This is an optimization exercise on Yosys and OpenROAD, whose aim is small area and a short achievable clock period, not a production implementation. No run shown here included a check of the RTL's function; only the layout flow was run.

==> design/flow/constraint.sdc <==
create_clock -name core_clock -period 10.0 [get_ports {CLOCK_50_I}]
set_input_delay 2.0000 -clock core_clock [delete_from_list [all_inputs] [get_ports {CLOCK_50_I}]]
set_output_delay 2.0000 -clock core_clock [all_outputs]
set_load 0.01 [all_outputs]
==> design/flow/design.v <==
package csc_pkg;
	typedef logic [17:0] sram_addr_t;
	typedef logic [15:0] sram_word_t;
	typedef logic [7:0] pixel_t;
	localparam int IMG_WIDTH = 320;
	localparam int IMG_HEIGHT = 240;
	localparam int PAIRS_PER_ROW = 160;
	localparam int WORDS_PER_ROW = 80;      
	localparam int GROUPS = 19200;          
	localparam sram_addr_t Y_BASE = 18'd0;
	localparam sram_addr_t U_BASE = 18'd38400;
	localparam sram_addr_t V_BASE = 18'd57600;
	localparam sram_addr_t RGB_BASE = 18'd146944;
	localparam sram_addr_t RGB_LAST = 18'd262143;
endpackage
`timescale 1ns/100ps
module sram_arbiter (
	input logic CLOCK_50_I,
	input logic resetn,
	input logic cmd_we,
	input csc_pkg::sram_addr_t cmd_addr,
	input csc_pkg::sram_word_t cmd_wdata,
	output csc_pkg::sram_addr_t sram_addr,
	output csc_pkg::sram_word_t sram_wdata,
	output logic sram_we_n
);
	always_ff @(posedge CLOCK_50_I or negedge resetn) begin
		if (!resetn)
			sram_we_n <= 1'b1;
		else
			sram_we_n <= !cmd_we;
	end
	always_ff @(posedge CLOCK_50_I) begin
		sram_addr <= cmd_addr;
		sram_wdata <= cmd_wdata;
	end
endmodule
`timescale 1ns/100ps
module yuv_fetch (
	input logic CLOCK_50_I,
	input logic resetn,
	input logic start,
	output logic busy,
	output logic done,
	output logic c_shift,          
	output logic c_ld_u,           
	output logic c_ld_v,           
	output logic c_first_a,        
	output logic c_first_b,        
	output logic c_near_b,         
	output logic c_last_a,         
	output logic c_last_b,         
	output logic c_yh_ld,          
	output logic c_ylo,            
	output logic c_odd_op,         
	output logic c_w_rg,           
	output logic c_w_br,           
	output logic cmd_we,
	output csc_pkg::sram_addr_t cmd_addr
);
	logic [3:0] ph, ph_n;
	logic [1:0] prime;             
	logic wr_on;
	logic done_pre;
	logic [6:0] jc;
	logic j_first, j_near_end, j_last;
	logic jf_n, jn_n, jl_n;
	logic [16:0] gy;               
	logic [16:0] c_addr;
	csc_pkg::sram_addr_t wa;       
	logic a_y, a_c, a_u, a_lsb, a_w;
	logic wr_now, last_wr;
	assign ph_n = !busy ? 4'd2 : (ph == 4'd9) ? 4'd0 : ph + 4'd1;
	assign jf_n = (ph == 4'd9) ? (jc == 7'd79) : j_first;
	assign jn_n = (ph == 4'd9) ? (jc == 7'd77) : j_near_end;
	assign jl_n = (ph == 4'd9) ? (jc == 7'd78) : j_last;
	always_ff @(posedge CLOCK_50_I) begin
		c_shift <= (ph_n <= 4'd4) && (ph_n != 4'd2);
		c_ld_u <= (ph_n == 4'd5);
		c_ld_v <= (ph_n == 4'd6);
		c_first_a <= busy && jf_n && (ph_n <= 4'd1);
		c_first_b <= busy && jf_n && (ph_n == 4'd3 || ph_n == 4'd4);
		c_near_b <= busy && jn_n && (ph_n == 4'd3 || ph_n == 4'd4);
		c_last_a <= busy && jl_n && (ph_n <= 4'd1);
		c_last_b <= busy && jl_n && (ph_n == 4'd3 || ph_n == 4'd4);
		c_yh_ld <= (ph_n == 4'd4 || ph_n == 4'd7);
		c_ylo <= (ph_n == 4'd3 || ph_n == 4'd6);
		c_odd_op <= (ph_n == 4'd4 || ph_n == 4'd7);
		c_w_rg <= (ph_n == 4'd5 || ph_n == 4'd8);
		c_w_br <= (ph_n == 4'd6 || ph_n == 4'd9);
		a_y <= (ph_n == 4'd1 || ph_n == 4'd4);
		a_c <= (ph_n == 4'd2 || ph_n == 4'd3);
		a_u <= (ph_n == 4'd2);
		a_lsb <= (ph_n == 4'd1);
		a_w <= (ph_n >= 4'd5) || (ph_n == 4'd0);
	end
	assign wr_now = busy && wr_on && a_w;
	assign last_wr = wr_now && (wa == csc_pkg::RGB_LAST);
	assign cmd_we = wr_now;
	assign c_addr = gy + (a_u ? 17'(csc_pkg::U_BASE + 18'd2) : 17'(csc_pkg::V_BASE + 18'd2));
	always_comb begin
		if (a_y)
			cmd_addr = {gy, a_lsb};
		else if (a_c)
			cmd_addr = {1'b0, c_addr};
		else
			cmd_addr = wa;
	end
	always_ff @(posedge CLOCK_50_I or negedge resetn) begin
		if (!resetn) begin
			busy <= 1'b0;
			done <= 1'b0;
			done_pre <= 1'b0;
			wr_on <= 1'b0;
		end else begin
			done_pre <= last_wr;
			done <= done_pre;
			if (done_pre)
				busy <= 1'b0;
			else if (start)
				busy <= 1'b1;
			if (!busy || last_wr)
				wr_on <= 1'b0;
			else if (prime == 2'd0 && ph == 4'd4)
				wr_on <= 1'b1;
		end
	end
	always_ff @(posedge CLOCK_50_I) begin
		ph <= ph_n;
		if (!busy) begin
			prime <= 2'd3;
			jc <= 7'd77;
			j_first <= 1'b0;
			j_near_end <= 1'b0;
			j_last <= 1'b0;
			gy <= 17'h1fffe;
			wa <= csc_pkg::RGB_BASE;
		end else begin
			j_first <= jf_n;
			j_near_end <= jn_n;
			j_last <= jl_n;
			if (ph == 4'd9) begin
				if (prime != 2'd0)
					prime <= prime - 2'd1;
				jc <= (jc == 7'd79) ? 7'd0 : jc + 7'd1;
			end
			if (ph == 4'd1)
				gy <= gy + 17'd1;
			if (wr_now)
				wa <= wa + 18'd1;
		end
	end
endmodule
`timescale 1ns/100ps
module chroma_interpolator (
	input logic CLOCK_50_I,
	input logic c_shift,
	input logic c_ld_u,
	input logic c_ld_v,
	input logic c_first_a,
	input logic c_first_b,
	input logic c_near_b,
	input logic c_last_a,
	input logic c_last_b,
	input csc_pkg::sram_word_t rdata,
	output csc_pkg::pixel_t ce_u,       
	output csc_pkg::pixel_t ce_v,
	output csc_pkg::pixel_t c_odd       
);
	csc_pkg::pixel_t e [0:15];
	csc_pkg::pixel_t t0, t1, t2, t3, t4, t5;
	always_ff @(posedge CLOCK_50_I) begin
		if (c_shift) begin
			for (int i = 0; i < 15; i++)
				e[i] <= e[i + 1];
		end
		if (c_ld_u) begin
			e[12] <= rdata[15:8];
			e[14] <= rdata[7:0];
		end
		if (c_ld_v) begin
			e[13] <= rdata[15:8];
			e[15] <= rdata[7:0];
		end
	end
	assign ce_u = e[2];
	assign ce_v = e[3];
	always_comb begin
		t0 = e[0];
		t1 = e[2];
		t2 = e[4];
		t3 = e[6];
		t4 = e[8];
		t5 = e[10];
		if (c_first_a) begin
			t0 = e[4];
			t1 = e[4];
		end
		if (c_first_b)
			t0 = e[2];
		if (c_near_b)
			t5 = e[8];
		if (c_last_a) begin
			t4 = e[6];
			t5 = e[6];
		end
		if (c_last_b) begin
			t3 = e[4];
			t4 = e[4];
			t5 = e[4];
		end
	end
	logic [8:0] p, q, m, p_r, q_r, m_r, m_r2;
	logic [9:0] d1, d2, d3, d1_r, d2_r, d3_r;
	assign p = {1'b0, t0} + {1'b0, t5};
	assign q = {1'b0, t1} + {1'b0, t4};
	assign m = {1'b0, t2} + {1'b0, t3};
	always_ff @(posedge CLOCK_50_I) begin
		p_r <= p;
		q_r <= q;
		m_r <= m;
	end
	assign d1 = {1'b0, m_r} + {1'b0, ~q_r};
	assign d2 = {1'b0, p_r} + {1'b0, ~q_r};
	assign d3 = {1'b0, p_r} + {1'b0, ~m_r};
	always_ff @(posedge CLOCK_50_I) begin
		m_r2 <= m_r;
		d1_r <= d1;
		d2_r <= d2;
		d3_r <= d3;
	end
	logic [16:0] acc;
	logic [8:0] q8, q8_r;
	logic signed [9:0] sh;
	assign acc = {1'b0, m_r2, 7'd0} + {2'd0, d1_r, 5'd0} + {3'd0, d2_r, 4'd0} + {5'd0, d2_r, 2'd0}
		+ {7'd0, d3_r} + 17'd181;
	assign q8 = acc[16:8];
	always_ff @(posedge CLOCK_50_I)
		q8_r <= q8;
	assign sh = {1'b0, q8_r} - 10'sd106;
	assign c_odd = sh[9] ? 8'h00 : (sh[8] ? 8'hff : sh[7:0]);
endmodule
`timescale 1ns/100ps
module csc_matrix (
	input logic CLOCK_50_I,
	input csc_pkg::pixel_t y_in,
	input csc_pkg::pixel_t u_in,
	input csc_pkg::pixel_t v_in,
	output csc_pkg::pixel_t r,
	output csc_pkg::pixel_t g,
	output csc_pkg::pixel_t b
);
	logic [24:0] ye;
	logic [24:0] t_in, t_r;
	logic [9:0] u3_in, v3_in, u3, v3;
	csc_pkg::pixel_t u, v;
	assign ye = {17'd0, y_in};
	assign t_in = (ye << 16) + (ye << 13) + (ye << 11) + (ye << 9) - (ye << 2);
	assign u3_in = {2'd0, u_in} + {1'd0, u_in, 1'd0};
	assign v3_in = {2'd0, v_in} + {1'd0, v_in, 1'd0};
	always_ff @(posedge CLOCK_50_I) begin
		t_r <= t_in;
		u <= u_in;
		v <= v_in;
		u3 <= u3_in;
		v3 <= v3_in;
	end
	localparam int NR = 6;
	localparam int NG = 8;
	localparam int NB = 6;
	localparam logic [26:0] K_R = 27'(-14608704);
	localparam logic [26:0] K_G = 27'(-17584151);
	localparam logic [26:0] K_B = 27'(-18148672);
	logic [26:0] rr [NR];
	logic [26:0] gr [NG];
	logic [26:0] br [NB];
	logic [9:0] nu3, nv3;
	csc_pkg::pixel_t nu, nv;
	assign nu3 = ~u3;
	assign nv3 = ~v3;
	assign nu = ~u;
	assign nv = ~v;
	assign rr[0] = {2'd0, t_r};
	assign rr[1] = {2'd0, v3, 15'd0};
	assign rr[2] = {6'd0, v3, 11'd0};
	assign rr[3] = {12'd0, v, 7'd0};
	assign rr[4] = {15'd0, v, 4'd0};
	assign rr[5] = {17'd0, v3};
	assign gr[0] = {2'd0, t_r};
	assign gr[1] = {4'd0, nu3, 13'd0};
	assign gr[2] = {9'd0, nu, 10'd0};
	assign gr[3] = {14'd0, nu3, 3'd0};
	assign gr[4] = {3'd0, nv3, 14'd0};
	assign gr[5] = {7'd0, nv, 12'd0};
	assign gr[6] = {14'd0, nv, 5'd0};
	assign gr[7] = {19'd0, nv};
	assign br[0] = {2'd0, t_r};
	assign br[1] = {2'd0, u, 17'd0};
	assign br[2] = {9'd0, u, 10'd0};
	assign br[3] = {12'd0, u, 7'd0};
	assign br[4] = {14'd0, u3, 3'd0};
	assign br[5] = {17'd0, u3};
	function automatic logic [53:0] csa(input logic [26:0] a, input logic [26:0] b, input logic [26:0] c);
		logic [26:0] sm, cy;
		sm = a ^ b ^ c;
		cy = (a & b) | (a & c) | (b & c);
		csa = {sm, cy[25:0], 1'b0};
	endfunction
	logic [53:0] r1a, r1b, r2a, r3a, r4a;
	logic [53:0] g1a, g1b, g1c, g2a, g2b, g3a, g4a;
	logic [53:0] b1a, b1b, b2a, b3a, b4a;
	assign r1a = csa(rr[0], rr[1], rr[2]);
	assign r1b = csa(rr[3], rr[4], rr[5]);
	assign r2a = csa(r1a[53:27], r1a[26:0], r1b[53:27]);
	assign r3a = csa(r1b[26:0], K_R, r2a[53:27]);
	assign r4a = csa(r2a[26:0], r3a[53:27], r3a[26:0]);
	assign g1a = csa(gr[0], gr[1], gr[2]);
	assign g1b = csa(gr[3], gr[4], gr[5]);
	assign g1c = csa(gr[6], gr[7], K_G);
	assign g2a = csa(g1a[53:27], g1a[26:0], g1b[53:27]);
	assign g2b = csa(g1b[26:0], g1c[53:27], g1c[26:0]);
	assign g3a = csa(g2a[53:27], g2a[26:0], g2b[53:27]);
	assign g4a = csa(g3a[53:27], g3a[26:0], g2b[26:0]);
	assign b1a = csa(br[0], br[1], br[2]);
	assign b1b = csa(br[3], br[4], br[5]);
	assign b2a = csa(b1a[53:27], b1a[26:0], b1b[53:27]);
	assign b3a = csa(b1b[26:0], K_B, b2a[53:27]);
	assign b4a = csa(b2a[26:0], b3a[53:27], b3a[26:0]);
	logic [16:0] rl, gl, bl;
	logic [10:0] rs_r, rc_r, gs_r, gc_r, bs_r, bc_r;
	logic rk_r, gk_r, bk_r;
	assign rl = {1'b0, r4a[42:27]} + {1'b0, r4a[15:0]};
	assign gl = {1'b0, g4a[42:27]} + {1'b0, g4a[15:0]};
	assign bl = {1'b0, b4a[42:27]} + {1'b0, b4a[15:0]};
	always_ff @(posedge CLOCK_50_I) begin
		rs_r <= r4a[53:43];
		rc_r <= r4a[26:16];
		rk_r <= rl[16];
		gs_r <= g4a[53:43];
		gc_r <= g4a[26:16];
		gk_r <= gl[16];
		bs_r <= b4a[53:43];
		bc_r <= b4a[26:16];
		bk_r <= bl[16];
	end
	function automatic csc_pkg::pixel_t sat(input logic [10:0] s);
		if (s[10])
			sat = 8'h00;
		else if (s[9:8] != 2'd0)
			sat = 8'hff;
		else
			sat = s[7:0];
	endfunction
	logic [10:0] rh, gh, bh;
	assign rh = rs_r + rc_r + {10'd0, rk_r};
	assign gh = gs_r + gc_r + {10'd0, gk_r};
	assign bh = bs_r + bc_r + {10'd0, bk_r};
	assign r = sat(rh);
	assign g = sat(gh);
	assign b = sat(bh);
endmodule
`timescale 1ns/100ps
module rgb_store (
	input logic CLOCK_50_I,
	input logic c_w_rg,
	input logic c_w_br,
	input csc_pkg::pixel_t r,
	input csc_pkg::pixel_t g,
	input csc_pkg::pixel_t b,
	output csc_pkg::sram_word_t wdata
);
	csc_pkg::pixel_t g1, b1;         
	always_ff @(posedge CLOCK_50_I) begin
		g1 <= g;
		b1 <= b;
	end
	always_comb begin
		if (c_w_rg)
			wdata = {r, g};
		else if (c_w_br)
			wdata = {b1, r};
		else
			wdata = {g1, b1};
	end
endmodule
`timescale 1ns/100ps
module csc_top (
	input logic CLOCK_50_I,
	input logic resetn,
	input logic start,
	output logic busy,
	output logic done,
	output csc_pkg::sram_addr_t sram_addr,
	output csc_pkg::sram_word_t sram_wdata,
	output logic sram_we_n,
	input csc_pkg::sram_word_t sram_rdata
);
	logic c_shift, c_ld_u, c_ld_v;
	logic c_first_a, c_first_b, c_near_b, c_last_a, c_last_b;
	logic c_yh_ld, c_ylo, c_odd_op, c_w_rg, c_w_br;
	logic cmd_we;
	csc_pkg::sram_addr_t cmd_addr;
	csc_pkg::sram_word_t cmd_wdata;
	csc_pkg::pixel_t ce_u, ce_v, c_odd, uo;
	csc_pkg::sram_word_t yh;         
	csc_pkg::pixel_t y_op, u_op, v_op;
	csc_pkg::pixel_t r, g, b;
	yuv_fetch seq_unit (
		.CLOCK_50_I, .resetn, .start, .busy, .done,
		.c_shift, .c_ld_u, .c_ld_v,
		.c_first_a, .c_first_b, .c_near_b, .c_last_a, .c_last_b,
		.c_yh_ld, .c_ylo, .c_odd_op, .c_w_rg, .c_w_br,
		.cmd_we, .cmd_addr
	);
	chroma_interpolator interp_unit (
		.CLOCK_50_I, .c_shift, .c_ld_u, .c_ld_v,
		.c_first_a, .c_first_b, .c_near_b, .c_last_a, .c_last_b,
		.rdata(sram_rdata), .ce_u, .ce_v, .c_odd
	);
	always_ff @(posedge CLOCK_50_I) begin
		if (c_yh_ld)
			yh <= sram_rdata;
		uo <= c_odd;     
	end
	always_ff @(posedge CLOCK_50_I)
		y_op <= c_ylo ? yh[7:0] : yh[15:8];
	always_comb begin
		if (c_odd_op) begin
			u_op = uo;
			v_op = c_odd;
		end else begin
			u_op = ce_u;
			v_op = ce_v;
		end
	end
	csc_matrix matrix_unit (
		.CLOCK_50_I, .y_in(y_op), .u_in(u_op), .v_in(v_op),
		.r, .g, .b
	);
	rgb_store store_unit (
		.CLOCK_50_I, .c_w_rg, .c_w_br, .r, .g, .b, .wdata(cmd_wdata)
	);
	sram_arbiter arbiter_unit (
		.CLOCK_50_I, .resetn,
		.cmd_we, .cmd_addr, .cmd_wdata,
		.sram_addr, .sram_wdata, .sram_we_n
	);
endmodule
==> design/flow/standard.sh <==
#!/bin/bash
# synth_recipe.tcl (not shown) runs the flow's synth.tcl, then flattens the netlist and writes it again
# the make line also repeats each setting of config.mk as NAME=value (left out here)
make -C /OpenROAD-flow-scripts/flow DESIGN_CONFIG=/design/flow/config.mk WORK_HOME=/design/flow/orfs CLKGATE_MAP_FILE= SYNTH_SCRIPT=/design/flow/synth_recipe.tcl "${@:-finish}"
==> design/flow/flow/run.sh <==
#!/bin/bash
set -u
export SETUP_SLACK_MARGIN=6.8
export BUFFER_PORTS_ARGS="-buffer_cell sky130_fd_sc_hd__buf_4"
bash standard.sh > standard_flow.log 2>&1
==> design/flow/config.mk <==
export PLATFORM = sky130hd
export DESIGN_NAME = csc_top
export DESIGN_NICKNAME = csc_top
export VERILOG_FILES = /design/flow/design.v
export SDC_FILE = /design/flow/constraint.sdc
export NUM_CORES = 4
export LEC_CHECK = 0
export CAP_MARGIN = 20
export CORE_MARGIN = 2
export CORE_UTILIZATION = 50
export CTS_BUF_LIST = sky130_fd_sc_hd__clkbuf_16
export CTS_CLUSTER_DIAMETER = 100
export CTS_CLUSTER_SIZE = 24
export SLEW_MARGIN = 20
==> key figures, run 1 <==
Timing
  – Worst Skew: ~0.015 ns
  – Fin. Hold Viols: 0
  – Post-route setup TNS: 0 ns
  – RSZ-0062 raised after global routing: yes
  – Fmax: between 0.2 and 0.3 GHz
  – WHS: roughly 0.38 ns
  – Tightest Pin Transition: around 1 ns
  – Fin crit period: roughly 3.7 ns
  – Slew margin rel.: 31.6%
  – Worst setup margin: approximately 6.3 ns
  – Setup violations, final: 0
  – Pins Over Slew Limit: 0
  – Crit share post-route: between 30% and 40%

Die
  – Ports: 56
  – Die width: ~240 µm
  – Row cnt: 85
  – CORE AREA: roughly 0.054 mm²
  – Die Y: 237 µm
  – Die area: 0.0560 mm²
  – Initial core utilization: about 50%

Placed design
  – Gpl congestion: roughly 0.89
  – Setup slack at placement: between 6 and 7 ns
  – Hpwl dp: between 40000 and 50000 µm
  – Number of port buffers: 55

Yosys
  – Synth Flop Type: dfxtp_1
  – Post-synth cell types: between 70 and 80
  – Leading area contributor after synthesis: dfxtp_1
  – Top cells by count, synth: inv_1, ha_1, dfxtp_1, edfxtp_1, fa_1
  – Post-synthesis register bit count: between 400 and 500
  – Synth warn: 10
  – Post-synthesis cell area: around 0.027 mm²
  – Most common cell in the netlist: inv_1
  – Largest cells by area after synthesis: dfxtp_1, ha_1, edfxtp_1
  – Synthesized Nets: between 3000 and 4000
  – Average size of a mapped cell: 10.9 µm²
  – Post-synth ARST share: 1.04%
  – Post-synthesis cell count: 2471
  – EDFF count, synth: between 100 and 150
  – Synth top area share: between 20% and 30%
  – Sequential share of the synthesized area: around two fifths

Flow run
  – Maxcap violations: 0

CTS
  – Clock sinks: just under 500
  – Clock latency on the worst-skew pair: about 0.57 ns
  – Cts bufs inserted: 24
  – Number of H-tree levels: 1
  – Clk root buf: clkbuf_16
  – CTS tree: yes
  – Clk buf depth: 3
  – CTS clk-pin slew, worst paths: roughly 0.09 ns

Route
  – Vias per cell: 5.14
  – Initial drt markers: 867
  – Met2 WL: ~25000 µm
  – DR WL/cell: 17.1 µm
  – Via count: around 17000
  – DRC Markers: 0
  – Metal3 WL: 1470 µm
  – Wl on met1: between 20000 and 30000 µm
  – Total wire length: between 50000 and 60000 µm
  – DRT Pass-1 Iters: 5
  – Highest routed layer: met4
  – ANT nets after route: 0

Outcome
  – Outcome: finished clean

Critical path
  – Critical-path maximum fanout: 2
  – R2R cell count: 14
  – Crit path capture type: flop
  – Setup CP Type: flop to flop
  – Required time worst endpoint: between 10 and 15 ns
  – Startpoint Class: flop
  – Crit path DAT: between 4 and 5 ns

Cells and area
  – Share of cells above drive strength 1: ~12%
  – Antenna Cells: 0
  – Nets: 3075
  – P&R area growth vs syn: 9.68%

Global route
  – First-pass GRT wire length: slightly above 90000 µm
  – GRT Residual Overflow: 0
  – Vias in the first global route: between 15000 and 20000
  – Total track usage: 20.3%
  – Initial antenna violation count: 2
  – Largest net degree at the start of global routing: 61

Min path
  – Hold Path Cell Cnt: 0
  – Hold Path Class: flop to flop
flip-flops by register name, summed over array words and instances, names as in the netlist, 16 cells and up:
| register | flops |
|---|---|
| arbiter_unit.sram_addr | 18 |
| arbiter_unit.sram_wdata | 16 |
| interp_unit.e | 128 |
| matrix_unit.t_r | 23 |
| seq_unit.gy | 17 |
| seq_unit.wa | 18 |
| yh | 16 |
critical path: stages, from the launching register on:
cell,delay (ns)
dfxtp_2,0.33
inv_2,0.03
fa_1,0.52
inv_1,0.05
fa_1,0.49
inv_2,0.04
fa_1,0.47
inv_1,0.04
ha_2,0.18
or3_4,0.33
o221a_4,0.23
a311o_1,0.27
o31a_1,0.32
a21oi_2,0.15
xnor2_1,0.13
metal layers:
| layer | global-route usage (%) | vias to the layer above |
|---|---|---|
| met4 | 4.37 | 0 |
| met5 | 0 | - |
| li1 | - | 8429 |
| met3 | 2.06 | 60 |
| met2 | 32.8 | 202 |
| met1 | 29.7 | 8024 |
what timing repair did:
action | 4_1_cts | 5_1_grt
hold buffers | 0 | 0
buffers inserted | 14 | 11
pin swaps | 25 | 44
hold endpoints to repair | 0 | 0
endpoints found under the setup margin | 22 | 31
gates resized for setup | 57 | 79
kinds of logic after synthesis:
logic type	synth area share, %
adders and majority gates	27.7
DFF	41.2
buffers and inverters	6.00
and+or+nand+nor	7.87
AOI/OAI and AO/OA	8.99
xor gates and xnor gates	4.50
muxes	3.71
worst paths after layout:
path,slack [ns],endpoint,startpoint
max,6.34,interp_unit.q8_r[8],interp_unit.d3_r[9]
min,0.38,matrix_unit.t_r[2],y_op[0]
max reg2reg,6.34,interp_unit.q8_r[8],interp_unit.d3_r[9]
min reg2reg,0.38,matrix_unit.t_r[2],y_op[0]
max in group asynchronous,8.59,arbiter_unit.sram_we_n,resetn
min in group asynchronous,1.21,seq_unit.busy,resetn
metrics by stage:
step	util [%]	instance area [µm²]	instances
2_1_floorplan	-	27100	2471
3_3_place_gp	52.8	28300	3184
3_5_place_dp	52.8	28300	3184
4_1_cts	54.7	29300	3238
5_1_grt	55.3	29700	3249
6_report	55.3	29700	3249
cells in the final DEF, fill, tap and decap left out, types with 43 or more instances in the layout:
cell      count
nand2_1     122
dfxtp_1     292
a21oi_1     110
buf_4        78
ha_1        351
o21ai_0      99
xor2_1       57
edfxtp_1    144
fa_1        135
mux2i_1      43
inv_1       376
xnor2_1      80
nor2_1       78
mux2_2       48
cell type report:
type	instances	area (µm²)
multi-input combinational	1559	14800
clock inverter	15	70.1
tap	696	871
clock buffer	25	626
timing repair buffer	84	653
inverter	387	1460
sequential	483	11200
fill	4675	23900
==> inputs of run 2 (changes only) <==
--- a/design/flow/design.v
+++ b/design/flow/design.v
@@ -302,44 +302,19 @@
 	assign br[5] = {17'd0, u3};
-	function automatic logic [53:0] csa(input logic [26:0] a, input logic [26:0] b, input logic [26:0] c);
-		logic [26:0] sm, cy;
-		sm = a ^ b ^ c;
-		cy = (a & b) | (a & c) | (b & c);
-		csa = {sm, cy[25:0], 1'b0};
-	endfunction
-	logic [53:0] r1a, r1b, r2a, r3a, r4a;
-	logic [53:0] g1a, g1b, g1c, g2a, g2b, g3a, g4a;
-	logic [53:0] b1a, b1b, b2a, b3a, b4a;
-	assign r1a = csa(rr[0], rr[1], rr[2]);
-	assign r1b = csa(rr[3], rr[4], rr[5]);
-	assign r2a = csa(r1a[53:27], r1a[26:0], r1b[53:27]);
-	assign r3a = csa(r1b[26:0], K_R, r2a[53:27]);
-	assign r4a = csa(r2a[26:0], r3a[53:27], r3a[26:0]);
-	assign g1a = csa(gr[0], gr[1], gr[2]);
-	assign g1b = csa(gr[3], gr[4], gr[5]);
-	assign g1c = csa(gr[6], gr[7], K_G);
-	assign g2a = csa(g1a[53:27], g1a[26:0], g1b[53:27]);
-	assign g2b = csa(g1b[26:0], g1c[53:27], g1c[26:0]);
-	assign g3a = csa(g2a[53:27], g2a[26:0], g2b[53:27]);
-	assign g4a = csa(g3a[53:27], g3a[26:0], g2b[26:0]);
-	assign b1a = csa(br[0], br[1], br[2]);
-	assign b1b = csa(br[3], br[4], br[5]);
-	assign b2a = csa(b1a[53:27], b1a[26:0], b1b[53:27]);
-	assign b3a = csa(b1b[26:0], K_B, b2a[53:27]);
-	assign b4a = csa(b2a[26:0], b3a[53:27], b3a[26:0]);
-	logic [16:0] rl, gl, bl;
-	logic [10:0] rs_r, rc_r, gs_r, gc_r, bs_r, bc_r;
-	logic rk_r, gk_r, bk_r;
-	assign rl = {1'b0, r4a[42:27]} + {1'b0, r4a[15:0]};
-	assign gl = {1'b0, g4a[42:27]} + {1'b0, g4a[15:0]};
-	assign bl = {1'b0, b4a[42:27]} + {1'b0, b4a[15:0]};
+	logic [26:0] rs, gs, bs;
+	logic [10:0] rh_r, gh_r, bh_r;
+	always_comb begin
+		rs = K_R;
+		for (int i = 0; i < NR; i++)
+			rs = rs + rr[i];
+		gs = K_G;
+		for (int i = 0; i < NG; i++)
+			gs = gs + gr[i];
+		bs = K_B;
+		for (int i = 0; i < NB; i++)
+			bs = bs + br[i];
+	end
 	always_ff @(posedge CLOCK_50_I) begin
-		rs_r <= r4a[53:43];
-		rc_r <= r4a[26:16];
-		rk_r <= rl[16];
-		gs_r <= g4a[53:43];
-		gc_r <= g4a[26:16];
-		gk_r <= gl[16];
-		bs_r <= b4a[53:43];
-		bc_r <= b4a[26:16];
-		bk_r <= bl[16];
+		rh_r <= rs[26:16];
+		gh_r <= gs[26:16];
+		bh_r <= bs[26:16];
 	end
@@ -353,9 +328,5 @@
 	endfunction
-	logic [10:0] rh, gh, bh;
-	assign rh = rs_r + rc_r + {10'd0, rk_r};
-	assign gh = gs_r + gc_r + {10'd0, gk_r};
-	assign bh = bs_r + bc_r + {10'd0, bk_r};
-	assign r = sat(rh);
-	assign g = sat(gh);
-	assign b = sat(bh);
+	assign r = sat(rh_r);
+	assign g = sat(gh_r);
+	assign b = sat(bh_r);
 endmodule
==> design/flow/flow/run.sh (replaced) <==
#!/bin/bash
set -u
export SETUP_SLACK_MARGIN=6.4
export BUFFER_PORTS_ARGS="-buffer_cell sky130_fd_sc_hd__buf_4"
bash standard.sh > standard_flow.log 2>&1
--- a/design/flow/config.mk
+++ b/design/flow/config.mk
@@ -10,5 +10,2 @@
 export CORE_UTILIZATION = 50
-export CTS_BUF_LIST = sky130_fd_sc_hd__clkbuf_16
-export CTS_CLUSTER_DIAMETER = 100
-export CTS_CLUSTER_SIZE = 24
 export SLEW_MARGIN = 20
==> key figures, run 2 <==
Yosys
  – Simple-gate share of the synthesized area: between 7 and 8%
  – Synthesized Nets: 2837
  – Most common cell in the netlist: inv_1
  – Top cells by count, synth: inv_1, ha_1, dfxtp_1, edfxtp_1, nand2_1
  – Adder-cell share of the synthesized area: between 20% and 30%
  – Largest cells by area after synthesis: dfxtp_1, edfxtp_1, ha_1
  – Largest family of logic cells by synthesized area: adder cells
  – Leading area contributor after synthesis: dfxtp_1
  – Sequential share of the synthesized area: between 40% and 50%
  – Synth top area share: between 20% and 30%
  – Post-synth ARST share: 1.12%
  – Post-synthesis cell area: 0.0253 mm²
  – Post-synthesis register bit count: 448
  – Average size of a mapped cell: ~11 µm²
  – Post-synthesis cell count: between 2000 and 2500
  – Synth Flop Type: dfxtp_1
  – EDFF count, synth: ~140
  – Post-synthesis xor/xnor area fraction: ~5.3%
  – Post-synthesis mux area share: ~4.5%
  – Synth warn: 10
  – Post-synthesis compound-gate area fraction: under 10%
  – Post-synth cell types: 66

Cells and area
  – Max reg flops: around 130
  – Nets: about 2900
  – Post-Layout Cell Count: about 3200
  – Filler cells: around 4300
  – Most frequent cells in the layout: ha_1, inv_1, dfxtp_1, edfxtp_1, nand2_1
  – Final instance area: around 0.029 mm²
  – P&R area growth vs syn: 15.6%
  – Register area: between 0.01 and 0.015 mm²
  – Area of the multi-input gates: between 0.01 and 0.015 mm²
  – Top Registers: interp_unit.e x128, matrix_unit.t_r x23
  – Commonest non-fill, non-tap cell in the layout: ha_1
  – Share of cells above drive strength 1: roughly 17%
  – Largest Register: interp_unit.e
  – Antenna Cells: 0

Die
  – Ports: 56
  – CORE AREA: ~0.05 mm²
  – Die area: 0.0524 mm²
  – Die Y: ~230 µm
  – Row cnt: roughly 80
  – Die width: around 230 µm
  – Initial core utilization: roughly half

Critical path
  – FF-to-FF End: matrix_unit.bh_r[4]
  – Required time worst endpoint: approximately 11 ns
  – Critical-path maximum fanout: 3
  – Startpoint Class: flop
  – R2R Setup Slk: between 6 and 7 ns
  – RR Startpoint: matrix_unit.u3[8]
  – Setup CP Type: flop to flop
  – Crit path capture type: flop
  – Crit path DAT: ~4.3 ns
  – R2R cell count: 18

Timing
  – Worst setup margin: 6.20 ns
  – Tightest Pin Transition: 1.03 ns
  – Slew margin rel.: 31.2%
  – Fin crit period: 3.80 ns
  – Fmax: roughly 0.26 GHz
  – Crit share post-route: 38.0%
  – Worst Skew: about 0.028 ns
  – Fin. Hold Viols: 0
  – RSZ-0062 raised after global routing: yes
  – Post-route setup TNS: 0 ns
  – Setup violations, final: 0
  – Pins Over Slew Limit: 0

Global route
  – Total track usage: 20.7%
  – Initial antenna violation count: 1
  – Vias in the first global route: 16700
  – Largest net degree at the start of global routing: 81
  – GRT Residual Overflow: 0
  – First-pass GRT wire length: between 80000 and 90000 µm

Outcome
  – Outcome: finished clean

Route
  – DR WL/cell: 16.8 µm
  – Total wire length: approximately 53000 µm
  – DRT Pass-1 Iters: 5
  – Vias per cell: 5.06
  – Initial drt markers: just under 800
  – ANT nets after route: 0
  – DRC Markers: 0
  – Via count: around 16000

Placed design
  – Setup slack at placement: 5.88 ns
  – Placed cell area: 0.0264 mm²
  – Gpl congestion: approximately 0.9
  – Number of port buffers: 55
  – Inst Count DP: roughly 3000
  – Hpwl dp: 41200 µm

CTS
  – Cts bufs inserted: 48
  – Clk buf depth: 3
  – CTS clk-pin slew, worst paths: around 0.06 ns
  – CTS tree: yes
  – Clock sinks: 448
  – Clock latency on the worst-skew pair: ~0.6 ns
  – Number of H-tree levels: 2
  – Hold Buf Count CTS: 0
  – Clk root buf: clkbuf_16

Min path
  – Hold Path Sink: interp_unit.m_r2[4]
  – Hold Path Cell Cnt: 0
  – Hold Path Class: flop to flop
  – Hold_sp: interp_unit.m_r[4]

Flow run
  – Maxcap violations: 0
run 2: cell count changes in the layout (fill, tap and decap cells not counted), moves of 21 or more:
cell | previous run | this run
inv_1 | 376 | 320
nor2_1 | 78 | 124
dfxtp_1 | 292 | 255
ha_1 | 351 | 325
xnor2_1 | 80 | 106
fa_1 | 135 | 110
clkbuf_16 | 25 | 48
a21oi_1 | 110 | 88
buf_4 | 78 | 100
o21a_1 | 29 | 8
run 2: worst max path at each step:
stage / from / to / slack (ns)
finish: matrix_unit.u3[8] / matrix_unit.bh_r[4] / 6.20
global placement: matrix_unit.v[2] / matrix_unit.gh_r[10] / 5.91
floorplan: matrix_unit.v3[4] / matrix_unit.gh_r[10] / 6.38
global route: matrix_unit.u3[8] / matrix_unit.bh_r[4] / 6.05
CTS: matrix_unit.v[0] / matrix_unit.gh_r[10] / 6.20
detailed placement: matrix_unit.v[2] / matrix_unit.gh_r[10] / 5.88
run 2: cell type report:
| type | count | area share, % |
|---|---|---|
| multi-input cells | 1515 | 48.0 |
| flip-flops and latches | 448 | 36.0 |
| inverters | 348 | 4.53 |
| clock buffers | 55 | 4.30 |
| repair buffers | 110 | 2.96 |
| well taps | 672 | 2.87 |
| clock inverters | 33 | 1.27 |
run 2: what timing repair did:
action	CTS	global route
resized for setup	133	84
gates cloned	0	0
setup buffers	27	23
pin swaps	51	76
setup endpoints to repair	37	36
run 2: per-stage QoR:
step | util [%] | hold WS [ns]
2_1_floorplan | - | 0.354
3_3_place_gp | 52.8 | 0.372
3_5_place_dp | 52.8 | 0.377
4_1_cts | 57.4 | 0.385
5_1_grt | 58.4 | 0.397
6_report | 58.4 | 0.385
run 2: critical path: stages, from the launching register on:
cell and delay [ns]:
dfxtp_4 0.36, inv_4 0.04, fa_2 0.57, inv_2 0.04, fa_2 0.32, inv_2 0.06, fa_1 0.42, inv_2 0.08
ha_4 0.19, a21o_1 0.20, a221oi_4 0.33, a21oi_2 0.11, o21ai_2 0.18, buf_4 0.14, buf_6 0.10, a31oi_4 0.08
a21o_1 0.23, a21oi_2 0.15, xnor2_1 0.12
run 2: logic make-up after synthesis:
logic type / after synthesis
multiplexers: 106
AND/OR/NAND/NOR: 423
flip-flops: 448
AO/OA/AOI/OAI: 374
adder cells (fa/ha/maj): 458
XOR/XNOR: 154
buffers and inverters: 397
run 2: per-layer routing:
layer / track usage, % / wire [µm]
met1: 27.9 / 25100
met2: 35.2 / 25300
met3: 2.50 / 1580
met4: 5.86 / 1280
met5: 0 / 0
==> inputs of run 3 (changes only) <==
==> design/flow/flow/run.sh (replaced) <==
#!/bin/bash
set -u
export SETUP_SLACK_MARGIN=6.8
export BUFFER_PORTS_ARGS="-buffer_cell sky130_fd_sc_hd__buf_4"
bash standard.sh > standard_flow.log 2>&1
==> key figures, run 3 <==
Timing
  – Tightest Pin Transition: around 0.96 ns
  – Fmax: roughly 0.27 GHz
  – RSZ-0062 raised after global routing: yes
  – Fin crit period: roughly 3.8 ns
  – Pins Over Slew Limit: 0
  – Fin. Hold Viols: 0
  – Crit share post-route: 37.7%
  – WHS: 0.391 ns
  – Slew margin rel.: 35.6%
  – Worst Skew: 0.0287 ns
  – Post-route setup TNS: 0 ns
  – Setup violations, final: 0

Yosys
  – Synth Flop Type: dfxtp_1
  – Largest cells by area after synthesis: dfxtp_1, edfxtp_1, ha_1
  – Most common cell in the netlist: inv_1
  – Post-synthesis cell area: ~0.025 mm²
  – EDFF count, synth: around 140
  – Post-synth ARST share: under 10%
  – Post-synthesis register bit count: about 450
  – Average size of a mapped cell: around 11 µm²
  – Post-synth cell types: 66
  – Leading area contributor after synthesis: dfxtp_1
  – Post-synthesis cell count: 2360
  – Synth warn: 10
  – Top cells by count, synth: inv_1, ha_1, dfxtp_1, edfxtp_1, nand2_1
  – Synthesized Nets: 2837
  – Sequential share of the synthesized area: 41.3%
  – Synth top area share: about a quarter

Critical path
  – Crit path DAT: between 4 and 5 ns
  – Worst path slowest cell: fa_2
  – Kind of cell adding the most delay to the critical path: adder cells
  – FF-to-FF End: matrix_unit.bh_r[4]
  – CP dominant cell by count: inv_2
  – Worst-path cell chain: inv_4, fa_2, inv_2, fa_2, inv_2, fa_1, inv_2, ha_4, a21o_1, a221oi_4, a21oi_2, o21ai_2, buf_4, a31oi_4, a21o_1, a21oi_2, xnor2_1
  – Critical Path Max Stage Delay: about 0.57 ns
  – Setup CP Type: flop to flop
  – Crit path capture type: flop
  – CP Launch Point: matrix_unit.u[1]
  – Startpoint Class: flop
  – Required time worst endpoint: between 10 and 15 ns
  – Buf+Inv Stages, Crit Path: 5
  – R2R cell count: 17
  – Crit path depth: 17
  – Critical-path maximum fanout: 2
  – R2R Setup Slk: slightly above 6 ns
  – RR Startpoint: matrix_unit.u[1]
  – Critical Path End: matrix_unit.bh_r[4]

CTS
  – CTS tree: yes
  – Clk root buf: clkbuf_16
  – Hold Buf Count CTS: 0
  – CTS clk-pin slew, worst paths: 0.06 ns
  – Clk buf depth: 3
  – Cts bufs inserted: approximately 50
  – Number of H-tree levels: 2
  – Clock latency on the worst-skew pair: roughly 0.6 ns
  – Clock sinks: between 400 and 500

Cells and area
  – Top Registers: interp_unit.e x128, matrix_unit.t_r x23
  – Max reg flops: 128
  – Final instance area: 0.0298 mm²
  – Commonest non-fill, non-tap cell in the layout: ha_1
  – Most frequent cells in the layout: ha_1, inv_1, dfxtp_1, edfxtp_1, nand2_1
  – Nets: approximately 3000
  – Share of cells above drive strength 1: approximately a fifth
  – Final core utilization: 59.6%
  – Largest Register: interp_unit.e
  – P&R area growth vs syn: 18.0%

Route
  – Vias per cell: around 5.1
  – Total wire length: 54100 µm
  – Initial drt markers: 796
  – DRT Pass-1 Iters: 5
  – DRC Markers: 0
  – Via count: roughly 16000
  – ANT nets after route: 0
  – DR WL/cell: about 17 µm

Die
  – Initial core utilization: between 50% and 60%
  – Ports: 56
  – Row cnt: 82
  – Die width: 229 µm
  – CORE AREA: 0.0501 mm²
  – Die Y: roughly 230 µm
  – Die area: 0.0524 mm²

Global route
  – Largest net degree at the start of global routing: 64
  – Vias in the first global route: ~17000
  – Initial antenna violation count: 0
  – GRT Residual Overflow: 0
  – First-pass GRT wire length: 87000 µm
  – Total track usage: about a fifth

Placed design
  – Number of port buffers: 55
  – Hpwl dp: just over 40000 µm
  – Placed cell area: 0.0267 mm²
  – Gpl congestion: between 0.9 and 1

Outcome
  – Outcome: finished clean

Min path
  – Hold Path Class: flop to flop
  – Hold Path Cell Cnt: 0
  – Hold_sp: interp_unit.m_r[3]

Flow run
  – Maxcap violations: 0
[run 3: cell families (layout without fill, tap and decap cells)]
kind of cell             after synthesis  after routing  synth area share [%]
other                                  0              1                     0
XOR/XNOR                             154            154                  5.33
buffers and inverters                397            566                  5.89
flip-flops                           448            448                  41.3
adder cells (fa/ha/maj)              458            458                  26.1
AND/OR/NAND/NOR                      423            423                  7.95
AO/OA/AOI/OAI                        374            374                  9.02
multiplexers                         106            106                  4.45
[run 3: timing repair]
item | CTS | global route
resized for setup | 143 | 84
buffers inserted | 43 | 26
setup endpoints to repair | 52 | 58
pin swaps | 75 | 69
[run 3: area by class of cell]
class | count | area [µm²]
timing repair buffer | 128 | 1040
tap | 672 | 841
fill | 4215 | 20200
multi-input combinational | 1515 | 14400
sequential | 448 | 10500
inverter | 348 | 1330
clock buffer | 62 | 1350
clock inverter | 28 | 342
antenna | 1 | 2.50
[run 3: stage by stage]
| stage | cells | setup slack (ns) |
|---|---|---|
| floorplan | 2360 | 6.42 |
| global placement | 3042 | 6.09 |
| detailed placement | 3042 | 6.04 |
| CTS | 3175 | 6.26 |
| global route | 3201 | 6.02 |
| finish | 3202 | 6.23 |
[run 3: worst min-delay path by stage]
| stage | endpoint | slack (ns) |
|---|---|---|
| floorplan | seq_unit.done | 0.35 |
| global placement | seq_unit.done | 0.38 |
| detailed placement | seq_unit.done | 0.38 |
| CTS | interp_unit.m_r2[3] | 0.39 |
| global route | interp_unit.m_r2[2] | 0.41 |
| finish | interp_unit.m_r2[3] | 0.39 |
[run 3: routing by layer]
layer / up-vias / global-route usage, % / routed length [µm]
li1: 8235 / - / -
met1: 7800 / 28.1 / 25500
met2: 212 / 34.8 / 25400
met3: 76 / 3.58 / 1980
met4: 0 / 5.78 / 1180
met5: - / 0 / 0
==> inputs of run 4 (changes only) <==
--- a/design/flow/design.v
+++ b/design/flow/design.v
@@ -69,3 +69,3 @@
 	logic [16:0] c_addr;
-	csc_pkg::sram_addr_t wa;       
+	logic [16:0] wa;               
 	logic a_y, a_c, a_u, a_lsb, a_w;
@@ -97,3 +97,3 @@
 	assign wr_now = busy && wr_on && a_w;
-	assign last_wr = wr_now && (wa == csc_pkg::RGB_LAST);
+	assign last_wr = wr_now && (wa == csc_pkg::RGB_LAST[16:0]);
 	assign cmd_we = wr_now;
@@ -106,3 +106,3 @@
 		else
-			cmd_addr = wa;
+			cmd_addr = {1'b1, wa};
 	end
@@ -136,3 +136,3 @@
 			gy <= 17'h1fffe;
-			wa <= csc_pkg::RGB_BASE;
+			wa <= csc_pkg::RGB_BASE[16:0];
 		end else begin
@@ -149,3 +149,3 @@
 			if (wr_now)
-				wa <= wa + 18'd1;
+				wa <= wa + 17'd1;
 		end
@@ -212,4 +212,6 @@
 	end
-	logic [8:0] p, q, m, p_r, q_r, m_r, m_r2;
-	logic [9:0] d1, d2, d3, d1_r, d2_r, d3_r;
+	logic [8:0] p, q, m, p_r, q_r, m_r;
+	logic [11:0] f, f_r;
+	logic [12:0] e2, e2_r;
+	logic [10:0] d3, d3_r;
 	assign p = {1'b0, t0} + {1'b0, t5};
@@ -222,9 +224,8 @@
 	end
-	assign d1 = {1'b0, m_r} + {1'b0, ~q_r};
-	assign d2 = {1'b0, p_r} + {1'b0, ~q_r};
-	assign d3 = {1'b0, p_r} + {1'b0, ~m_r};
+	assign f = {1'b0, m_r, 2'd0} + {3'd0, m_r} + {3'd0, ~q_r};
+	assign e2 = {2'd0, p_r, 2'd0} + {4'd0, p_r} + {2'd0, ~q_r, 2'd0} + {4'd0, ~q_r};
+	assign d3 = {2'd0, p_r} + {2'd0, ~m_r} + 11'd181;
 	always_ff @(posedge CLOCK_50_I) begin
-		m_r2 <= m_r;
-		d1_r <= d1;
-		d2_r <= d2;
+		f_r <= f;
+		e2_r <= e2;
 		d3_r <= d3;
@@ -232,11 +233,9 @@
 	logic [16:0] acc;
-	logic [8:0] q8, q8_r;
 	logic signed [9:0] sh;
-	assign acc = {1'b0, m_r2, 7'd0} + {2'd0, d1_r, 5'd0} + {3'd0, d2_r, 4'd0} + {5'd0, d2_r, 2'd0}
-		+ {7'd0, d3_r} + 17'd181;
-	assign q8 = acc[16:8];
+	csc_pkg::pixel_t c_odd_r;
+	assign acc = {f_r, 5'd0} + {2'd0, e2_r, 2'd0} + {6'd0, d3_r};
+	assign sh = {1'b0, acc[16:8]} - 10'sd106;
 	always_ff @(posedge CLOCK_50_I)
-		q8_r <= q8;
-	assign sh = {1'b0, q8_r} - 10'sd106;
-	assign c_odd = sh[9] ? 8'h00 : (sh[8] ? 8'hff : sh[7:0]);
+		c_odd_r <= sh[9] ? 8'h00 : (sh[8] ? 8'hff : sh[7:0]);
+	assign c_odd = c_odd_r;
 endmodule
@@ -270,5 +269,8 @@
 	localparam int NB = 6;
-	localparam logic [26:0] K_R = 27'(-14608704);
-	localparam logic [26:0] K_G = 27'(-17584151);
-	localparam logic [26:0] K_B = 27'(-18148672);
+	localparam logic [15:0] KL_R = 16'd5824;
+	localparam logic [15:0] KL_G = 16'd45033;
+	localparam logic [15:0] KL_B = 16'd4800;
+	localparam logic signed [11:0] KH_R = -12'sd223;
+	localparam logic signed [11:0] KH_G = -12'sd269;
+	localparam logic signed [11:0] KH_B = -12'sd277;
 	logic [26:0] rr [NR];
@@ -302,24 +304,49 @@
 	assign br[5] = {17'd0, u3};
-	logic [26:0] rs, gs, bs;
-	logic [10:0] rh_r, gh_r, bh_r;
-	always_comb begin
-		rs = K_R;
-		for (int i = 0; i < NR; i++)
-			rs = rs + rr[i];
-		gs = K_G;
-		for (int i = 0; i < NG; i++)
-			gs = gs + gr[i];
-		bs = K_B;
-		for (int i = 0; i < NB; i++)
-			bs = bs + br[i];
-	end
+	function automatic logic [53:0] csa(input logic [26:0] a, input logic [26:0] b, input logic [26:0] c);
+		logic [26:0] sm, cy;
+		sm = a ^ b ^ c;
+		cy = (a & b) | (a & c) | (b & c);
+		csa = {sm, cy[25:0], 1'b0};
+	endfunction
+	logic [53:0] r1a, r1b, r2a, r3a, r4a;
+	logic [53:0] g1a, g1b, g1c, g2a, g2b, g3a, g4a;
+	logic [53:0] b1a, b1b, b2a, b3a, b4a;
+	assign r1a = csa(rr[0], rr[1], rr[2]);
+	assign r1b = csa(rr[3], rr[4], rr[5]);
+	assign r2a = csa(r1a[53:27], r1a[26:0], r1b[53:27]);
+	assign r3a = csa(r1b[26:0], {11'd0, KL_R}, r2a[53:27]);
+	assign r4a = csa(r2a[26:0], r3a[53:27], r3a[26:0]);
+	assign g1a = csa(gr[0], gr[1], gr[2]);
+	assign g1b = csa(gr[3], gr[4], gr[5]);
+	assign g1c = csa(gr[6], gr[7], {11'd0, KL_G});
+	assign g2a = csa(g1a[53:27], g1a[26:0], g1b[53:27]);
+	assign g2b = csa(g1b[26:0], g1c[53:27], g1c[26:0]);
+	assign g3a = csa(g2a[53:27], g2a[26:0], g2b[53:27]);
+	assign g4a = csa(g3a[53:27], g3a[26:0], g2b[26:0]);
+	assign b1a = csa(br[0], br[1], br[2]);
+	assign b1b = csa(br[3], br[4], br[5]);
+	assign b2a = csa(b1a[53:27], b1a[26:0], b1b[53:27]);
+	assign b3a = csa(b1b[26:0], {11'd0, KL_B}, b2a[53:27]);
+	assign b4a = csa(b2a[26:0], b3a[53:27], b3a[26:0]);
+	logic [16:0] rl, gl, bl;
+	logic [10:0] rs_r, rc_r, gs_r, gc_r, bs_r, bc_r;
+	logic rk_r, gk_r, bk_r;
+	assign rl = {1'b0, r4a[42:27]} + {1'b0, r4a[15:0]};
+	assign gl = {1'b0, g4a[42:27]} + {1'b0, g4a[15:0]};
+	assign bl = {1'b0, b4a[42:27]} + {1'b0, b4a[15:0]};
 	always_ff @(posedge CLOCK_50_I) begin
-		rh_r <= rs[26:16];
-		gh_r <= gs[26:16];
-		bh_r <= bs[26:16];
+		rs_r <= r4a[53:43];
+		rc_r <= r4a[26:16];
+		rk_r <= rl[16];
+		gs_r <= g4a[53:43];
+		gc_r <= g4a[26:16];
+		gk_r <= gl[16];
+		bs_r <= b4a[53:43];
+		bc_r <= b4a[26:16];
+		bk_r <= bl[16];
 	end
-	function automatic csc_pkg::pixel_t sat(input logic [10:0] s);
-		if (s[10])
+	function automatic csc_pkg::pixel_t sat(input logic signed [11:0] s);
+		if (s[11])
 			sat = 8'h00;
-		else if (s[9:8] != 2'd0)
+		else if (s[10:8] != 3'd0)
 			sat = 8'hff;
@@ -328,5 +355,9 @@
 	endfunction
-	assign r = sat(rh_r);
-	assign g = sat(gh_r);
-	assign b = sat(bh_r);
+	logic [10:0] rh, gh, bh;
+	assign rh = rs_r + rc_r + {10'd0, rk_r};
+	assign gh = gs_r + gc_r + {10'd0, gk_r};
+	assign bh = bs_r + bc_r + {10'd0, bk_r};
+	assign r = sat({1'b0, rh} + KH_R);
+	assign g = sat({1'b0, gh} + KH_G);
+	assign b = sat({1'b0, bh} + KH_B);
 endmodule
==> key figures, run 4 <==
CTS
  – Clk root buf: clkbuf_16
  – Clock sinks: about 470
  – Cts bufs inserted: 52
  – Clk buf depth: 3
  – Clock latency on the worst-skew pair: around 0.64 ns
  – Number of H-tree levels: 2
  – CTS tree: yes
  – Hold Buf Count CTS: 0
  – CTS clk-pin slew, worst paths: about 0.060 ns

Die
  – Ports: 56
  – CORE AREA: about 0.055 mm²
  – Die Y: 239 µm
  – Row cnt: 86
  – Die area: 0.0573 mm²
  – Die width: ~240 µm
  – Initial core utilization: 50.4%

Placed design
  – Number of port buffers: 55
  – Hpwl dp: around 46000 µm
  – Setup slack at placement: about 6.4 ns
  – Gpl congestion: about 0.89

Critical path
  – Crit path capture type: flop
  – Worst-path cell chain: inv_2, fa_1, fa_1, fa_1, inv_1, fa_1, inv_1, ha_4, nand4_1, o21a_1, o21ai_2
  – Setup CP Type: flop to flop
  – Critical Path Max Stage Delay: between 0.5 and 0.6 ns
  – Startpoint Class: flop
  – Buf+Inv Stages, Crit Path: 3
  – Worst path slowest cell: fa_1
  – CP dominant cell by count: fa_1
  – Crit path DAT: ~3.8 ns
  – Kind of cell adding the most delay to the critical path: adder cells
  – Critical-path maximum fanout: 2
  – Required time worst endpoint: approximately 11 ns

Yosys
  – Post-synth ARST share: about 1.1%
  – Most common cell in the netlist: ha_1
  – Average size of a mapped cell: approximately 11 µm²
  – Synthesized Nets: around 3100
  – Post-synthesis register bit count: 473
  – Synth warn: 10
  – Synth Flop Type: dfxtp_1
  – Largest cells by area after synthesis: dfxtp_1, ha_1, edfxtp_1
  – Sequential share of the synthesized area: around 40%
  – Post-synth cell types: 86
  – Leading area contributor after synthesis: dfxtp_1
  – Top cells by count, synth: ha_1, inv_1, dfxtp_1, edfxtp_1
  – Post-synthesis cell count: roughly 2600
  – Synth top area share: between 20% and 30%
  – EDFF count, synth: around 140
  – Post-synthesis cell area: around 0.028 mm²

Cells and area
  – Share of cells above drive strength 1: a little under a fifth
  – Most frequent cells in the layout: ha_1, inv_1, dfxtp_1, edfxtp_1, nand2_1
  – Max reg flops: between 100 and 150
  – Largest Register: interp_unit.e
  – Filler cells: between 4000 and 5000
  – Commonest non-fill, non-tap cell in the layout: ha_1
  – P&R area growth vs syn: 17.1%
  – Top Registers: interp_unit.e x128, matrix_unit.t_r x23, arbiter_unit.sram_addr x18
  – Antenna Cells: 0
  – Nets: between 3000 and 4000

Global route
  – Largest net degree at the start of global routing: 80
  – First-pass GRT wire length: about 97000 µm
  – GRT Residual Overflow: 0
  – Initial antenna violation count: 0
  – Vias in the first global route: 18400
  – Total track usage: between 20% and 30%

Route
  – Initial drt markers: slightly above 800
  – Via count: about 18000
  – Vias per cell: between 5 and 6
  – ANT nets after route: 0
  – DRC Markers: 0
  – DR WL/cell: around 18 µm
  – DRT Pass-1 Iters: 5
  – Total wire length: between 60000 and 70000 µm

Timing
  – Post-route setup TNS: 0 ns
  – Tightest Pin Transition: approximately 1 ns
  – Fin crit period: between 3 and 4 ns
  – Worst setup margin: 6.73 ns
  – RSZ-0062 raised after global routing: yes
  – Fin. Hold Viols: 0
  – Pins Over Slew Limit: 0
  – Worst Skew: between 0.07 and 0.08 ns
  – Fmax: slightly above 0.3 GHz
  – Slew margin rel.: roughly a third
  – Setup violations, final: 0
  – Crit share post-route: about a third

Min path
  – Hold Path Class: flop to flop

Outcome
  – Outcome: finished clean

Flow run
  – Maxcap violations: 0
[run 4: per-stage QoR]
stage / area, µm² / cells / hold slack (ns) / util, %
3_3_place_gp: 28900 / 3284 / 0.356 / 52.6
5_1_grt: 32400 / 3455 / 0.341 / 59.1
4_1_cts: 31600 / 3425 / 0.332 / 57.6
2_1_floorplan: 27700 / 2569 / 0.326 / -
3_5_place_dp: 28900 / 3284 / 0.356 / 52.6
6_report: 32400 / 3455 / 0.348 / 59.1
[run 4: cell families after synthesis]
family | count (synthesis) | synth area share [%]
fa+ha+maj | 523 | 27.1
flops | 473 | 39.5
simple gates | 468 | 8.47
compound gates | 445 | 10.4
buf+inv | 389 | 5.29
xor+xnor | 168 | 5.34
mux | 103 | 3.95
[run 4: worst register-to-register path, delay by kind of cell (launching register included)]
family / cells / cell delay, ns
flip-flops: 1 / 0.36
adder cells (fa/ha/maj): 5 / 2.26
AND/OR/NAND/NOR: 1 / 0.08
AO/OA/AOI/OAI: 2 / 0.34
buffers and inverters: 3 / 0.18
[run 4: final cells by class]
cell class / instances / area [µm²] / area share [%]
inverters: 341 / 1290 / 3.98
repair buffers: 132 / 1070 / 3.31
clock buffers: 76 / 1490 / 4.61
clock inverters: 21 / 253 / 0.780
multi-input cells: 1708 / 16400 / 50.5
well taps: 704 / 881 / 2.72
flip-flops and latches: 473 / 11000 / 34.1
[run 4: repair_timing]
item / in CTS / in global routing
pin swaps: 69 / 104
resized for setup: 149 / 127
cloned: 1 / 0
setup buffers: 43 / 30
setup endpoints to repair: 39 / 53
[run 4: path summary, 6_finish.rpt]
kind                                           to  slack, ns                  from  cells after the start
hold reg to reg              interp_unit.e[10][1]       0.35  interp_unit.e[11][1]                      0
min in group asynchronous          seq_unit.wr_on       1.14                resetn                      1
setup / recovery                 matrix_unit.gk_r       6.73      matrix_unit.u[3]                     11
hold / removal               interp_unit.e[10][1]       0.35  interp_unit.e[11][1]                      0
setup reg to reg                 matrix_unit.gk_r       6.73      matrix_unit.u[3]                     11
max in group asynchronous  arbiter_unit.sram_we_n       8.66                resetn                      1
[run 4: per-layer routing]
layer  vias up  wire length, µm  global-route usage (%)
met4         0             1740                    6.38
met5         -                0                       0
met3        99             1910                    3.24
li1       9099                -                       -
met2       260            29200                    36.6
met1      8658            28200                    28.3

-- static timing again, ports no longer ideal --
How much do the figures lean on ideal ports? The routed layouts below were timed once more, with nothing changed but the port constraints. Step 1 sets driving cells, clkbuf_16 on the clock port and buf_2 on the other inputs (assumed; they add their load-dependent delay and slew). Step 2 also shifts input and output timing later by t, the mid clock arrival at the registers, as if the neighbouring blocks saw the same clock. a / b / c = no drivers / after step 1 / after step 2; a / b = the first two.
run | t, ns | setup slack, ns | worst setup path after step 2 | worst data-port slew with drivers (ns) | cell pins on the clock port's net
run 1 | 0.627 | 6.337 / 6.337 / 6.337 | register to register | 0.04 | 1
run 2 | 0.651 | 6.205 / 6.205 / 6.205 | register to register | 0.04 | 1
run 3 | 0.645 | 6.228 / 6.228 / 6.228 | register to register | 0.04 | 1
run 4 | 0.664 | 6.726 / 6.675 / 6.726 | register to register | 0.03 | 1
After both steps setup and hold are still met in every run listed.
